This design comes from an exercise in tuning for a short achievable clock period and few clock cycles per item on the open sky130 flow, not from production work. At most, simulation tests tie the RTL to the original design; equivalence was not proved.

==> inputs of 11-25 <==
Design tcp_engine, start of the top module:
module tcp_engine (
     input                          clk
    ,input                          rst
    ,input                          rx_hdr_val
    ,input  logic [49:0]            rx_hdr       
    ,output logic                   rx_hdr_rdy
    ,input                          tail_wr_val
    ,input  logic [1:0]             tail_wr_flowid
    ,input  logic [31:0]            tail_wr_ptr
    ,output logic                   tx_pkt_val
    ,output logic [83:0]            tx_pkt       
    ,input                          tx_pkt_rdy
);
clock: 8.5 ns
lec_check: 0
abc_clock_period_in_ps: 2000
cap_margin: 20
core_margin: 2
core_utilization: 60
setup_slack_margin: 5
slew_margin: 20
run.sh (not shown) runs the stock make flow with config.mk's settings and CLKGATE_MAP_FILE= SYNTH_SCRIPT=/design/flow/synth_recipe.tcl, a recipe that flattens the netlist after the stock synthesis.
==> inputs of 02-05, as changes to 11-25 <==
--- a/flow/design.v
+++ b/flow/design.v
@@ -35,14 +35,15 @@
 endpackage
 `timescale 1ns/1ps
 module tcp_rx #(
      parameter int DEPTH = 4
 ) (
      input                          clk
     ,input                          rst
+    ,input                          rst_q
     ,input                          rx_hdr_val
     ,input  tcp_pkg::rx_hdr_t       rx_hdr
     ,output logic                   rx_hdr_rdy
     ,input  logic [tcp_pkg::NUM_FLOWS-1:0][31:0] head_seq
     ,output logic [tcp_pkg::NUM_FLOWS-1:0][31:0] exp_seq
     ,output logic                   ack_val
     ,output tcp_pkg::send_pkt_t     ack_pkt
@@ -51,17 +52,21 @@
     localparam int PW = $clog2(DEPTH);
     logic               rdy_q;
     logic [PW:0]        occ_q;       
     logic [PW:0]        occ_d;
     logic               hdr_xfer;
     logic               h1_val;
     tcp_pkg::rx_hdr_t   h1;
+    logic [16:0]        h1_lo;       
+    logic               h1_in_order;
     tcp_pkg::seq_t      sum;
-    tcp_pkg::flow_mask_t eq;
-    logic               in_order;
+    tcp_pkg::flow_mask_t eq_exp;
+    logic               eq_sum;
+    logic               fwd;
+    logic               in_order_d;
     tcp_pkg::seq_t      cur_exp;
     tcp_pkg::flowid_t   fifo_flowid [DEPTH];
     tcp_pkg::seq_t      fifo_seq    [DEPTH];
     tcp_pkg::seq_t      fifo_ack    [DEPTH];
     logic [PW-1:0]      wr_q;
     logic [PW-1:0]      rd_q;
     logic [PW:0]        cnt_q;
@@ -77,73 +82,90 @@
             h1_val <= 1'b0;
         end else begin
             occ_q  <= occ_d;
             rdy_q  <= occ_d < (PW+1)'(DEPTH);
             h1_val <= hdr_xfer;
         end
     end
-    always_ff @(posedge clk) begin
-        h1 <= rx_hdr;
-    end
-    assign sum = h1.seq + tcp_pkg::seq_t'(h1.len);
+    assign sum = {h1.seq[31:16] + 16'(h1_lo[16]), h1_lo[15:0]};
     always_comb begin
         for (int i = 0; i < tcp_pkg::NUM_FLOWS; i++) begin
-            eq[i] = h1.seq == exp_seq[i];
+            eq_exp[i] = rx_hdr.seq == exp_seq[i];
+        end
+    end
+    assign eq_sum = rx_hdr.seq == sum;
+    assign fwd    = h1_val && h1_in_order && h1.flowid == rx_hdr.flowid;
+    always_comb begin
+        if (rst_q) begin
+            in_order_d = rx_hdr.seq == '0;
+        end else if (fwd) begin
+            in_order_d = eq_sum;
+        end else begin
+            in_order_d = eq_exp[rx_hdr.flowid];
         end
     end
-    assign in_order = eq[h1.flowid];
-    assign cur_exp  = exp_seq[h1.flowid];
     always_ff @(posedge clk) begin
-        if (rst) begin
+        h1          <= rx_hdr;
+        h1_lo       <= {1'b0, rx_hdr.seq[15:0]} + {1'b0, rx_hdr.len};
+        h1_in_order <= in_order_d;
+    end
+    assign cur_exp = exp_seq[h1.flowid];
+    always_ff @(posedge clk) begin
+        if (rst_q) begin
             exp_seq <= '0;
         end else begin
             for (int i = 0; i < tcp_pkg::NUM_FLOWS; i++) begin
-                if (h1_val && h1.flowid == tcp_pkg::flowid_t'(i) && eq[i]) begin
+                if (h1_val && h1_in_order && h1.flowid == tcp_pkg::flowid_t'(i)) begin
                     exp_seq[i] <= sum;
                 end
             end
         end
     end
     always_ff @(posedge clk) begin
-        if (rst) begin
+        if (rst || rst_q) begin
+            ack_val <= 1'b0;
+        end else begin
+            ack_val <= (cnt_q + (PW+1)'(h1_val) - (PW+1)'(ack_pop)) != '0;
+        end
+    end
+    always_ff @(posedge clk) begin
+        if (rst_q) begin
             wr_q    <= '0;
             rd_q    <= '0;
             cnt_q   <= '0;
-            ack_val <= 1'b0;
         end else begin
             if (h1_val) begin
                 wr_q <= wr_q + 1'b1;
             end
             if (ack_pop) begin
                 rd_q <= rd_q + 1'b1;
             end
             cnt_q   <= cnt_q + (PW+1)'(h1_val) - (PW+1)'(ack_pop);
-            ack_val <= (cnt_q + (PW+1)'(h1_val) - (PW+1)'(ack_pop)) != '0;
         end
     end
     always_ff @(posedge clk) begin
         for (int i = 0; i < DEPTH; i++) begin
             if (h1_val && wr_q == PW'(i)) begin
                 fifo_flowid[i] <= h1.flowid;
                 fifo_seq[i]    <= head_seq[h1.flowid];
-                fifo_ack[i]    <= in_order ? sum : cur_exp;
+                fifo_ack[i]    <= h1_in_order ? sum : cur_exp;
             end
         end
     end
     assign ack_pkt.flowid         = fifo_flowid[rd_q];
     assign ack_pkt.hdr.seq        = fifo_seq[rd_q];
     assign ack_pkt.hdr.ack        = fifo_ack[rd_q];
     assign ack_pkt.hdr.flags.ack  = 1'b1;
     assign ack_pkt.hdr.flags.data = 1'b0;
     assign ack_pkt.len            = '0;
 endmodule
 `timescale 1ns/1ps
 module tcp_tx (
      input                          clk
-    ,input                          rst
+    ,input                          rst_q
     ,input                          tw_hit
     ,input  tcp_pkg::seq_t          tw_ptr
     ,output tcp_pkg::seq_t          head_seq
     ,output logic                   seg_val
     ,output logic [6:0]             seg_len
     ,input                          seg_take
 );
@@ -156,15 +178,15 @@
     logic [6:0]     head_lo_sum;
     assign head_seq = head_q;
     assign seg_val  = nz_q;
     assign seg_len  = full_q ? 7'd64 : {1'b0, avail_q[5:0]};
     assign head_hi_inc = head_q[31:6] + 26'd1;
     assign head_lo_sum = {1'b0, head_q[5:0]} + {1'b0, avail_q[5:0]};
     always_ff @(posedge clk) begin
-        if (rst) begin
+        if (rst_q) begin
             head_q  <= '0;
             avail_q <= '0;
             full_q  <= 1'b0;
             nz_q    <= 1'b0;
             fresh_q <= 1'b0;
         end else if (tw_hit) begin
             avail_q <= tw_ptr - head_q;
@@ -218,15 +240,15 @@
             tw_hit[i] = tw_val && tw_flowid == tcp_pkg::flowid_t'(i);
         end
     end
 endmodule
 `timescale 1ns/1ps
 module rr_sched (
      input                          clk
-    ,input                          rst
+    ,input                          rst_q
     ,input                          push_rdy
     ,input                          ack_val
     ,input  tcp_pkg::send_pkt_t     ack_pkt
     ,output logic                   ack_rdy
     ,input  tcp_pkg::flow_mask_t    tw_hit
     ,input  tcp_pkg::flow_mask_t    seg_val
     ,input  logic [tcp_pkg::NUM_FLOWS-1:0][6:0]  seg_len
@@ -268,39 +290,40 @@
     assign push_pkt = ack_val ? ack_pkt : data_pkt;
     always_comb begin
         for (int i = 0; i < tcp_pkg::NUM_FLOWS; i++) begin
             seg_take[i] = data_go && pick_flowid == tcp_pkg::flowid_t'(i);
         end
     end
     always_ff @(posedge clk) begin
-        if (rst) begin
+        if (rst_q) begin
             last_q <= '1;
         end else if (data_go) begin
             last_q <= pick_flowid;
         end
     end
 endmodule
 `timescale 1ns/1ps
 module send_pkt_mux (
      input                          clk
     ,input                          rst
+    ,input                          rst_q
     ,input                          push_val
     ,input  tcp_pkg::send_pkt_t     push_pkt
     ,output logic                   push_rdy
     ,output logic                   tx_pkt_val
     ,output tcp_pkg::send_pkt_t     tx_pkt
     ,input                          tx_pkt_rdy
 );
     tcp_pkg::send_pkt_t skid_pkt;
     logic               skid_val;
     logic               out_free;
     assign push_rdy = ~skid_val;
     assign out_free = ~tx_pkt_val | tx_pkt_rdy;
     always_ff @(posedge clk) begin
-        if (rst) begin
+        if (rst || rst_q) begin
             tx_pkt_val <= 1'b0;
             skid_val   <= 1'b0;
         end else begin
             if (out_free) begin
                 tx_pkt_val <= skid_val | push_val;
             end
             skid_val <= ~out_free & (skid_val | push_val);
@@ -328,14 +351,18 @@
     ,input  logic [1:0]             tail_wr_flowid
     ,input  logic [31:0]            tail_wr_ptr
     ,output logic                   tx_pkt_val
     ,output logic [83:0]            tx_pkt       
     ,input                          tx_pkt_rdy
 );
     localparam int NF = tcp_pkg::NUM_FLOWS;
+    logic                   rst_q;
+    always_ff @(posedge clk) begin
+        rst_q <= rst;
+    end
     tcp_pkg::rx_hdr_t       rx_hdr_s;
     tcp_pkg::send_pkt_t     tx_pkt_s;
     assign rx_hdr_s = rx_hdr;
     assign tx_pkt   = tx_pkt_s;
     logic [NF-1:0][31:0]    exp_seq;
     logic [NF-1:0][31:0]    head_seq;
     logic [NF-1:0][6:0]     seg_len;
@@ -350,14 +377,15 @@
     logic                   ack_rdy;
     logic                   push_rdy;
     logic                   push_val;
     tcp_pkg::send_pkt_t     push_pkt;
     tcp_rx rx_engine (
          .clk           (clk            )
         ,.rst           (rst            )
+        ,.rst_q         (rst_q          )
         ,.rx_hdr_val    (rx_hdr_val     )
         ,.rx_hdr        (rx_hdr_s       )
         ,.rx_hdr_rdy    (rx_hdr_rdy     )
         ,.head_seq      (head_seq       )
         ,.exp_seq       (exp_seq        )
         ,.ack_val       (ack_val        )
         ,.ack_pkt       (ack_pkt        )
@@ -373,26 +401,26 @@
         ,.tw_flowid         (tw_flowid          )
         ,.tw_ptr            (tw_ptr             )
         ,.tw_hit            (tw_hit             )
     );
     for (genvar i = 0; i < NF; i++) begin : g_flow
         tcp_tx tx_engine (
              .clk           (clk                )
-            ,.rst           (rst                )
+            ,.rst_q         (rst_q              )
             ,.tw_hit        (tw_hit[i]          )
             ,.tw_ptr        (tw_ptr             )
             ,.head_seq      (head_seq[i]        )
             ,.seg_val       (seg_val[i]         )
             ,.seg_len       (seg_len[i]         )
             ,.seg_take      (seg_take[i]        )
         );
     end
     rr_sched tx_scheduler (
          .clk           (clk            )
-        ,.rst           (rst            )
+        ,.rst_q         (rst_q          )
         ,.push_rdy      (push_rdy       )
         ,.ack_val       (ack_val        )
         ,.ack_pkt       (ack_pkt        )
         ,.ack_rdy       (ack_rdy        )
         ,.tw_hit        (tw_hit         )
         ,.seg_val       (seg_val        )
         ,.seg_len       (seg_len        )
@@ -401,14 +429,15 @@
         ,.seg_take      (seg_take       )
         ,.push_val      (push_val       )
         ,.push_pkt      (push_pkt       )
     );
     send_pkt_mux tx_mux (
          .clk           (clk            )
         ,.rst           (rst            )
+        ,.rst_q         (rst_q          )
         ,.push_val      (push_val       )
         ,.push_pkt      (push_pkt       )
         ,.push_rdy      (push_rdy       )
         ,.tx_pkt_val    (tx_pkt_val     )
         ,.tx_pkt        (tx_pkt_s       )
         ,.tx_pkt_rdy    (tx_pkt_rdy     )
     );
==> flow/flow/run.sh (new file) <==
#!/bin/bash
# Standard ORFS layout (the standard.sh), with timing repair aimed
# below the clock period. ORFS writes each step's log under orfs/logs.
bash standard.sh SETUP_SLACK_MARGIN=5.7 finish > standard.log 2>&1
==> flow/standard.sh (new file) <==
#!/bin/bash
# synth_recipe.tcl (not shown) runs the flow's synth.tcl, then flattens the netlist and writes it again
# the make line also repeats each setting of config.mk as NAME=value (left out here)
make -C /OpenROAD-flow-scripts/flow DESIGN_CONFIG=/design/flow/config.mk WORK_HOME=/design/flow/orfs CLKGATE_MAP_FILE= SYNTH_SCRIPT=/design/flow/synth_recipe.tcl "${@:-finish}"
ABC_CLOCK_PERIOD_IN_PS = 2500   (was 2000)
CORE_UTILIZATION = 40   (was 60)
SETUP_SLACK_MARGIN = not set   (was 5)
removed: flow/run.sh
==> inputs of 03-06, as changes to 11-25 <==
--- a/flow/design.v
+++ b/flow/design.v
@@ -24,45 +24,85 @@
         tcp_flags_t flags;
     } tcp_hdr_t;
     typedef struct packed {
         flowid_t  flowid;
         tcp_hdr_t hdr;
         len_t     len;
     } send_pkt_t;
+    function automatic logic [31:0] add32(input logic [31:0] a,
+                                          input logic [31:0] b,
+                                          input logic        cin);
+        logic [31:0] p;
+        logic [31:0] gg;
+        logic [31:0] pp;
+        logic [31:0] gn;
+        logic [31:0] pn;
+        logic [31:0] c;
+        p  = a ^ b;
+        gg = a & b;
+        pp = p;
+        for (int d = 1; d < 32; d = d * 2) begin
+            gn = gg;
+            pn = pp;
+            for (int i = d; i < 32; i++) begin
+                gn[i] = gg[i] | (pp[i] & gg[i-d]);
+                pn[i] = pp[i] & pp[i-d];
+            end
+            gg = gn;
+            pp = pn;
+        end
+        c[0] = cin;
+        for (int i = 1; i < 32; i++) begin
+            c[i] = gg[i-1] | (pp[i-1] & cin);
+        end
+        add32 = p ^ c;
+    endfunction
     typedef enum logic {
         TX_IDLE,
         TX_SEND
     } tx_state_e;
 endpackage
 `timescale 1ns/1ps
 module tcp_rx #(
-     parameter int DEPTH = 4
+     parameter int PW    = 2             
+    ,parameter int DEPTH = 1 << PW
 ) (
      input                          clk
     ,input                          rst
+    ,input                          rst_q
     ,input                          rx_hdr_val
     ,input  tcp_pkg::rx_hdr_t       rx_hdr
     ,output logic                   rx_hdr_rdy
     ,input  logic [tcp_pkg::NUM_FLOWS-1:0][31:0] head_seq
     ,output logic [tcp_pkg::NUM_FLOWS-1:0][31:0] exp_seq
     ,output logic                   ack_val
     ,output tcp_pkg::send_pkt_t     ack_pkt
     ,input                          ack_rdy
 );
-    localparam int PW = $clog2(DEPTH);
     logic               rdy_q;
     logic [PW:0]        occ_q;       
     logic [PW:0]        occ_d;
     logic               hdr_xfer;
     logic               h1_val;
     tcp_pkg::rx_hdr_t   h1;
-    tcp_pkg::seq_t      sum;
-    tcp_pkg::flow_mask_t eq;
-    logic               in_order;
-    tcp_pkg::seq_t      cur_exp;
+    logic [8:0]         h1_b0;       
+    logic [8:0]         h1_b1;       
+    logic [8:0]         h1_b1c;      
+    logic [15:0]        h1_hi_inc;   
+    logic [16:0]        h1_lo;       
+    tcp_pkg::seq_t      h1_sum;      
+    tcp_pkg::seq_t      h1_exp;      
+    tcp_pkg::seq_t      h1_head;     
+    logic               h1_in_order;
+    tcp_pkg::flow_mask_t eq_exp;
+    logic               eq_sum;
+    logic               fwd;
+    logic               in_order_d;
+    tcp_pkg::seq_t      exp_d;
+    tcp_pkg::seq_t      head_d;
     tcp_pkg::flowid_t   fifo_flowid [DEPTH];
     tcp_pkg::seq_t      fifo_seq    [DEPTH];
     tcp_pkg::seq_t      fifo_ack    [DEPTH];
     logic [PW-1:0]      wr_q;
     logic [PW-1:0]      rd_q;
     logic [PW:0]        cnt_q;
     logic               ack_pop;
@@ -77,73 +117,97 @@
             h1_val <= 1'b0;
         end else begin
             occ_q  <= occ_d;
             rdy_q  <= occ_d < (PW+1)'(DEPTH);
             h1_val <= hdr_xfer;
         end
     end
-    always_ff @(posedge clk) begin
-        h1 <= rx_hdr;
-    end
-    assign sum = h1.seq + tcp_pkg::seq_t'(h1.len);
     always_comb begin
         for (int i = 0; i < tcp_pkg::NUM_FLOWS; i++) begin
-            eq[i] = h1.seq == exp_seq[i];
+            eq_exp[i] = rx_hdr.seq == exp_seq[i];
+        end
+    end
+    assign h1_lo  = {h1_b0[8] ? h1_b1c : h1_b1, h1_b0[7:0]};
+    assign h1_sum = {h1_lo[16] ? h1_hi_inc : h1.seq[31:16], h1_lo[15:0]};
+    assign eq_sum = rx_hdr.seq == h1_sum;
+    assign fwd    = h1_val && h1_in_order && h1.flowid == rx_hdr.flowid;
+    always_comb begin
+        if (rst_q) begin
+            in_order_d = rx_hdr.seq == '0;
+            exp_d      = '0;
+            head_d     = '0;
+        end else begin
+            in_order_d = fwd ? eq_sum : eq_exp[rx_hdr.flowid];
+            exp_d      = fwd ? h1_sum : exp_seq[rx_hdr.flowid];
+            head_d     = head_seq[rx_hdr.flowid];
         end
     end
-    assign in_order = eq[h1.flowid];
-    assign cur_exp  = exp_seq[h1.flowid];
     always_ff @(posedge clk) begin
-        if (rst) begin
+        h1          <= rx_hdr;
+        h1_b0       <= {1'b0, rx_hdr.seq[7:0]}  + {1'b0, rx_hdr.len[7:0]};
+        h1_b1       <= {1'b0, rx_hdr.seq[15:8]} + {1'b0, rx_hdr.len[15:8]};
+        h1_b1c      <= {1'b0, rx_hdr.seq[15:8]} + {1'b0, rx_hdr.len[15:8]} + 9'd1;
+        h1_hi_inc   <= 16'(tcp_pkg::add32({16'd0, rx_hdr.seq[31:16]}, 32'd0, 1'b1));
+        h1_exp      <= exp_d;
+        h1_head     <= head_d;
+        h1_in_order <= in_order_d;
+    end
+    always_ff @(posedge clk) begin
+        if (rst_q) begin
             exp_seq <= '0;
         end else begin
             for (int i = 0; i < tcp_pkg::NUM_FLOWS; i++) begin
-                if (h1_val && h1.flowid == tcp_pkg::flowid_t'(i) && eq[i]) begin
-                    exp_seq[i] <= sum;
+                if (h1_val && h1_in_order && h1.flowid == tcp_pkg::flowid_t'(i)) begin
+                    exp_seq[i] <= h1_sum;
                 end
             end
         end
     end
     always_ff @(posedge clk) begin
-        if (rst) begin
+        if (rst || rst_q) begin
+            ack_val <= 1'b0;
+        end else begin
+            ack_val <= (cnt_q + (PW+1)'(h1_val) - (PW+1)'(ack_pop)) != '0;
+        end
+    end
+    always_ff @(posedge clk) begin
+        if (rst_q) begin
             wr_q    <= '0;
             rd_q    <= '0;
             cnt_q   <= '0;
-            ack_val <= 1'b0;
         end else begin
             if (h1_val) begin
                 wr_q <= wr_q + 1'b1;
             end
             if (ack_pop) begin
                 rd_q <= rd_q + 1'b1;
             end
             cnt_q   <= cnt_q + (PW+1)'(h1_val) - (PW+1)'(ack_pop);
-            ack_val <= (cnt_q + (PW+1)'(h1_val) - (PW+1)'(ack_pop)) != '0;
         end
     end
     always_ff @(posedge clk) begin
         for (int i = 0; i < DEPTH; i++) begin
             if (h1_val && wr_q == PW'(i)) begin
                 fifo_flowid[i] <= h1.flowid;
-                fifo_seq[i]    <= head_seq[h1.flowid];
-                fifo_ack[i]    <= in_order ? sum : cur_exp;
+                fifo_seq[i]    <= h1_head;
+                fifo_ack[i]    <= h1_in_order ? h1_sum : h1_exp;
             end
         end
     end
     assign ack_pkt.flowid         = fifo_flowid[rd_q];
     assign ack_pkt.hdr.seq        = fifo_seq[rd_q];
     assign ack_pkt.hdr.ack        = fifo_ack[rd_q];
     assign ack_pkt.hdr.flags.ack  = 1'b1;
     assign ack_pkt.hdr.flags.data = 1'b0;
     assign ack_pkt.len            = '0;
 endmodule
 `timescale 1ns/1ps
 module tcp_tx (
      input                          clk
-    ,input                          rst
+    ,input                          rst_q
     ,input                          tw_hit
     ,input  tcp_pkg::seq_t          tw_ptr
     ,output tcp_pkg::seq_t          head_seq
     ,output logic                   seg_val
     ,output logic [6:0]             seg_len
     ,input                          seg_take
 );
@@ -153,36 +217,36 @@
     logic           nz_q;        
     logic           fresh_q;     
     logic [25:0]    head_hi_inc;
     logic [6:0]     head_lo_sum;
     assign head_seq = head_q;
     assign seg_val  = nz_q;
     assign seg_len  = full_q ? 7'd64 : {1'b0, avail_q[5:0]};
-    assign head_hi_inc = head_q[31:6] + 26'd1;
+    assign head_hi_inc = 26'(tcp_pkg::add32({6'd0, head_q[31:6]}, 32'd0, 1'b1));
     assign head_lo_sum = {1'b0, head_q[5:0]} + {1'b0, avail_q[5:0]};
     always_ff @(posedge clk) begin
-        if (rst) begin
+        if (rst_q) begin
             head_q  <= '0;
             avail_q <= '0;
             full_q  <= 1'b0;
             nz_q    <= 1'b0;
             fresh_q <= 1'b0;
         end else if (tw_hit) begin
-            avail_q <= tw_ptr - head_q;
+            avail_q <= tcp_pkg::add32(tw_ptr, ~head_q, 1'b1);
             full_q  <= 1'b0;
             nz_q    <= 1'b0;
             fresh_q <= 1'b1;
         end else if (fresh_q) begin
             full_q  <= avail_q[31:6] != '0;
             nz_q    <= avail_q != '0;
             fresh_q <= 1'b0;
         end else if (seg_take) begin
             if (full_q) begin
                 head_q  <= {head_hi_inc, head_q[5:0]};
-                avail_q <= {avail_q[31:6] - 26'd1, avail_q[5:0]};
+                avail_q <= {26'(tcp_pkg::add32({6'd0, avail_q[31:6]}, '1, 1'b0)), avail_q[5:0]};
                 full_q  <= avail_q[31:7] != '0;
                 nz_q    <= avail_q[31:7] != '0 || avail_q[5:0] != '0;
             end else begin
                 head_q  <= {head_lo_sum[6] ? head_hi_inc : head_q[31:6], head_lo_sum[5:0]};
                 avail_q <= '0;
                 full_q  <= 1'b0;
                 nz_q    <= 1'b0;
@@ -205,28 +269,27 @@
     always_ff @(posedge clk) begin
         tw_flowid <= tail_wr_flowid;
         tw_ptr    <= tail_wr_ptr;
     end
     always_ff @(posedge clk) begin
         if (rst) begin
             tw_val <= 1'b0;
+            tw_hit <= '0;
         end else begin
             tw_val <= tail_wr_val;
-        end
-    end
-    always_comb begin
-        for (int i = 0; i < tcp_pkg::NUM_FLOWS; i++) begin
-            tw_hit[i] = tw_val && tw_flowid == tcp_pkg::flowid_t'(i);
+            for (int i = 0; i < tcp_pkg::NUM_FLOWS; i++) begin
+                tw_hit[i] <= tail_wr_val && tail_wr_flowid == tcp_pkg::flowid_t'(i);
+            end
         end
     end
 endmodule
 `timescale 1ns/1ps
 module rr_sched (
      input                          clk
-    ,input                          rst
+    ,input                          rst_q
     ,input                          push_rdy
     ,input                          ack_val
     ,input  tcp_pkg::send_pkt_t     ack_pkt
     ,output logic                   ack_rdy
     ,input  tcp_pkg::flow_mask_t    tw_hit
     ,input  tcp_pkg::flow_mask_t    seg_val
     ,input  logic [tcp_pkg::NUM_FLOWS-1:0][6:0]  seg_len
@@ -268,39 +331,40 @@
     assign push_pkt = ack_val ? ack_pkt : data_pkt;
     always_comb begin
         for (int i = 0; i < tcp_pkg::NUM_FLOWS; i++) begin
             seg_take[i] = data_go && pick_flowid == tcp_pkg::flowid_t'(i);
         end
     end
     always_ff @(posedge clk) begin
-        if (rst) begin
+        if (rst_q) begin
             last_q <= '1;
         end else if (data_go) begin
             last_q <= pick_flowid;
         end
     end
 endmodule
 `timescale 1ns/1ps
 module send_pkt_mux (
      input                          clk
     ,input                          rst
+    ,input                          rst_q
     ,input                          push_val
     ,input  tcp_pkg::send_pkt_t     push_pkt
     ,output logic                   push_rdy
     ,output logic                   tx_pkt_val
     ,output tcp_pkg::send_pkt_t     tx_pkt
     ,input                          tx_pkt_rdy
 );
     tcp_pkg::send_pkt_t skid_pkt;
     logic               skid_val;
     logic               out_free;
     assign push_rdy = ~skid_val;
     assign out_free = ~tx_pkt_val | tx_pkt_rdy;
     always_ff @(posedge clk) begin
-        if (rst) begin
+        if (rst || rst_q) begin
             tx_pkt_val <= 1'b0;
             skid_val   <= 1'b0;
         end else begin
             if (out_free) begin
                 tx_pkt_val <= skid_val | push_val;
             end
             skid_val <= ~out_free & (skid_val | push_val);
@@ -328,14 +392,18 @@
     ,input  logic [1:0]             tail_wr_flowid
     ,input  logic [31:0]            tail_wr_ptr
     ,output logic                   tx_pkt_val
     ,output logic [83:0]            tx_pkt       
     ,input                          tx_pkt_rdy
 );
     localparam int NF = tcp_pkg::NUM_FLOWS;
+    logic                   rst_q;
+    always_ff @(posedge clk) begin
+        rst_q <= rst;
+    end
     tcp_pkg::rx_hdr_t       rx_hdr_s;
     tcp_pkg::send_pkt_t     tx_pkt_s;
     assign rx_hdr_s = rx_hdr;
     assign tx_pkt   = tx_pkt_s;
     logic [NF-1:0][31:0]    exp_seq;
     logic [NF-1:0][31:0]    head_seq;
     logic [NF-1:0][6:0]     seg_len;
@@ -350,14 +418,15 @@
     logic                   ack_rdy;
     logic                   push_rdy;
     logic                   push_val;
     tcp_pkg::send_pkt_t     push_pkt;
     tcp_rx rx_engine (
          .clk           (clk            )
         ,.rst           (rst            )
+        ,.rst_q         (rst_q          )
         ,.rx_hdr_val    (rx_hdr_val     )
         ,.rx_hdr        (rx_hdr_s       )
         ,.rx_hdr_rdy    (rx_hdr_rdy     )
         ,.head_seq      (head_seq       )
         ,.exp_seq       (exp_seq        )
         ,.ack_val       (ack_val        )
         ,.ack_pkt       (ack_pkt        )
@@ -373,26 +442,26 @@
         ,.tw_flowid         (tw_flowid          )
         ,.tw_ptr            (tw_ptr             )
         ,.tw_hit            (tw_hit             )
     );
     for (genvar i = 0; i < NF; i++) begin : g_flow
         tcp_tx tx_engine (
              .clk           (clk                )
-            ,.rst           (rst                )
+            ,.rst_q         (rst_q              )
             ,.tw_hit        (tw_hit[i]          )
             ,.tw_ptr        (tw_ptr             )
             ,.head_seq      (head_seq[i]        )
             ,.seg_val       (seg_val[i]         )
             ,.seg_len       (seg_len[i]         )
             ,.seg_take      (seg_take[i]        )
         );
     end
     rr_sched tx_scheduler (
          .clk           (clk            )
-        ,.rst           (rst            )
+        ,.rst_q         (rst_q          )
         ,.push_rdy      (push_rdy       )
         ,.ack_val       (ack_val        )
         ,.ack_pkt       (ack_pkt        )
         ,.ack_rdy       (ack_rdy        )
         ,.tw_hit        (tw_hit         )
         ,.seg_val       (seg_val        )
         ,.seg_len       (seg_len        )
@@ -401,14 +470,15 @@
         ,.seg_take      (seg_take       )
         ,.push_val      (push_val       )
         ,.push_pkt      (push_pkt       )
     );
     send_pkt_mux tx_mux (
          .clk           (clk            )
         ,.rst           (rst            )
+        ,.rst_q         (rst_q          )
         ,.push_val      (push_val       )
         ,.push_pkt      (push_pkt       )
         ,.push_rdy      (push_rdy       )
         ,.tx_pkt_val    (tx_pkt_val     )
         ,.tx_pkt        (tx_pkt_s       )
         ,.tx_pkt_rdy    (tx_pkt_rdy     )
     );
==> flow/flow/run.sh (new file) <==
#!/bin/bash
# Standard ORFS layout (the standard.sh), with timing repair aimed
# below the clock period. ORFS writes each step's log under orfs/logs.
bash standard.sh SETUP_SLACK_MARGIN=5.7 finish > standard.log 2>&1
==> flow/standard.sh (new file) <==
#!/bin/bash
# synth_recipe.tcl (not shown) runs the flow's synth.tcl, then flattens the netlist and writes it again
# the make line also repeats each setting of config.mk as NAME=value (left out here)
make -C /OpenROAD-flow-scripts/flow DESIGN_CONFIG=/design/flow/config.mk WORK_HOME=/design/flow/orfs CLKGATE_MAP_FILE= SYNTH_SCRIPT=/design/flow/synth_recipe.tcl "${@:-finish}"
ABC_CLOCK_PERIOD_IN_PS = 2500   (was 2000)
CORE_UTILIZATION = 50   (was 60)
SETUP_SLACK_MARGIN = not set   (was 5)
removed: flow/run.sh
==> flow_metrics.tcl <==
set metrics [dict create \
    cp_cell_sequence "and3b_1 > buf_6 > nor3b_4 > buf_4 > nor4_4 > buf_4 > nor2_2 > o21ai_0 > a21oi_1 > mux2_2" \
    multiInputCombCellCount 3643 \
    status "finished clean" \
    stdcell_count 6276 \
    endpoint_kind "flip-flop" \
]
[end of results for 11-25]
==> flow_metrics.tcl <==
set metrics [dict create \
    status "finished clean" \
    endpoint_kind "output port" \
    multiInputCombCellCount 3854 \
    stdcell_count 7369 \
    cp_cell_sequence "buf_2" \
]
[end of results for 02-05]
==> flow_metrics.tcl <==
set metrics [dict create \
    endpoint_kind "output port" \
    status "finished clean" \
    multiInputCombCellCount 3896 \
    cp_cell_sequence "buf_2" \
]
[end of results for 03-06]
Testbench counts of 03-06, summed over its fixed seeds: cycles 2,067, packets 1,793.
The RTL of 11-25 and 02-05 was laid out without a check of its function.

==> re-timing with driven ports <==
No port has a modelled driver above. Below, the same layouts with a new extraction and two added sets of constraints.
Step 1 sets driving cells, clkbuf_16 on the clock port and buf_2 on the other inputs (assumed; they add their load-dependent delay and slew).
Step 2 times the ports against the registers' clock, not the clock port: input delays grow and output delays shrink by t, the midpoint of the rising clock arrivals with the driver on.
Three values: ideal, step 1, step 2; two values: the first two.
run | shift t [ns] | setup WS [ns] | worst setup path at the end
11-25 | 0.746 | 4.828 / 4.828 / 4.603 | input to register
02-05 | 0.796 | 5.321 / 5.249 / 4.668 | input to register
03-06 | 0.785 | 5.174 / 5.100 / 4.905 | input to register
After both steps setup and hold are still met in every run listed. For 02-05, which loses most, drivers alone change the setup slack by -0.072 ns; drivers and shift together by -0.653 ns.
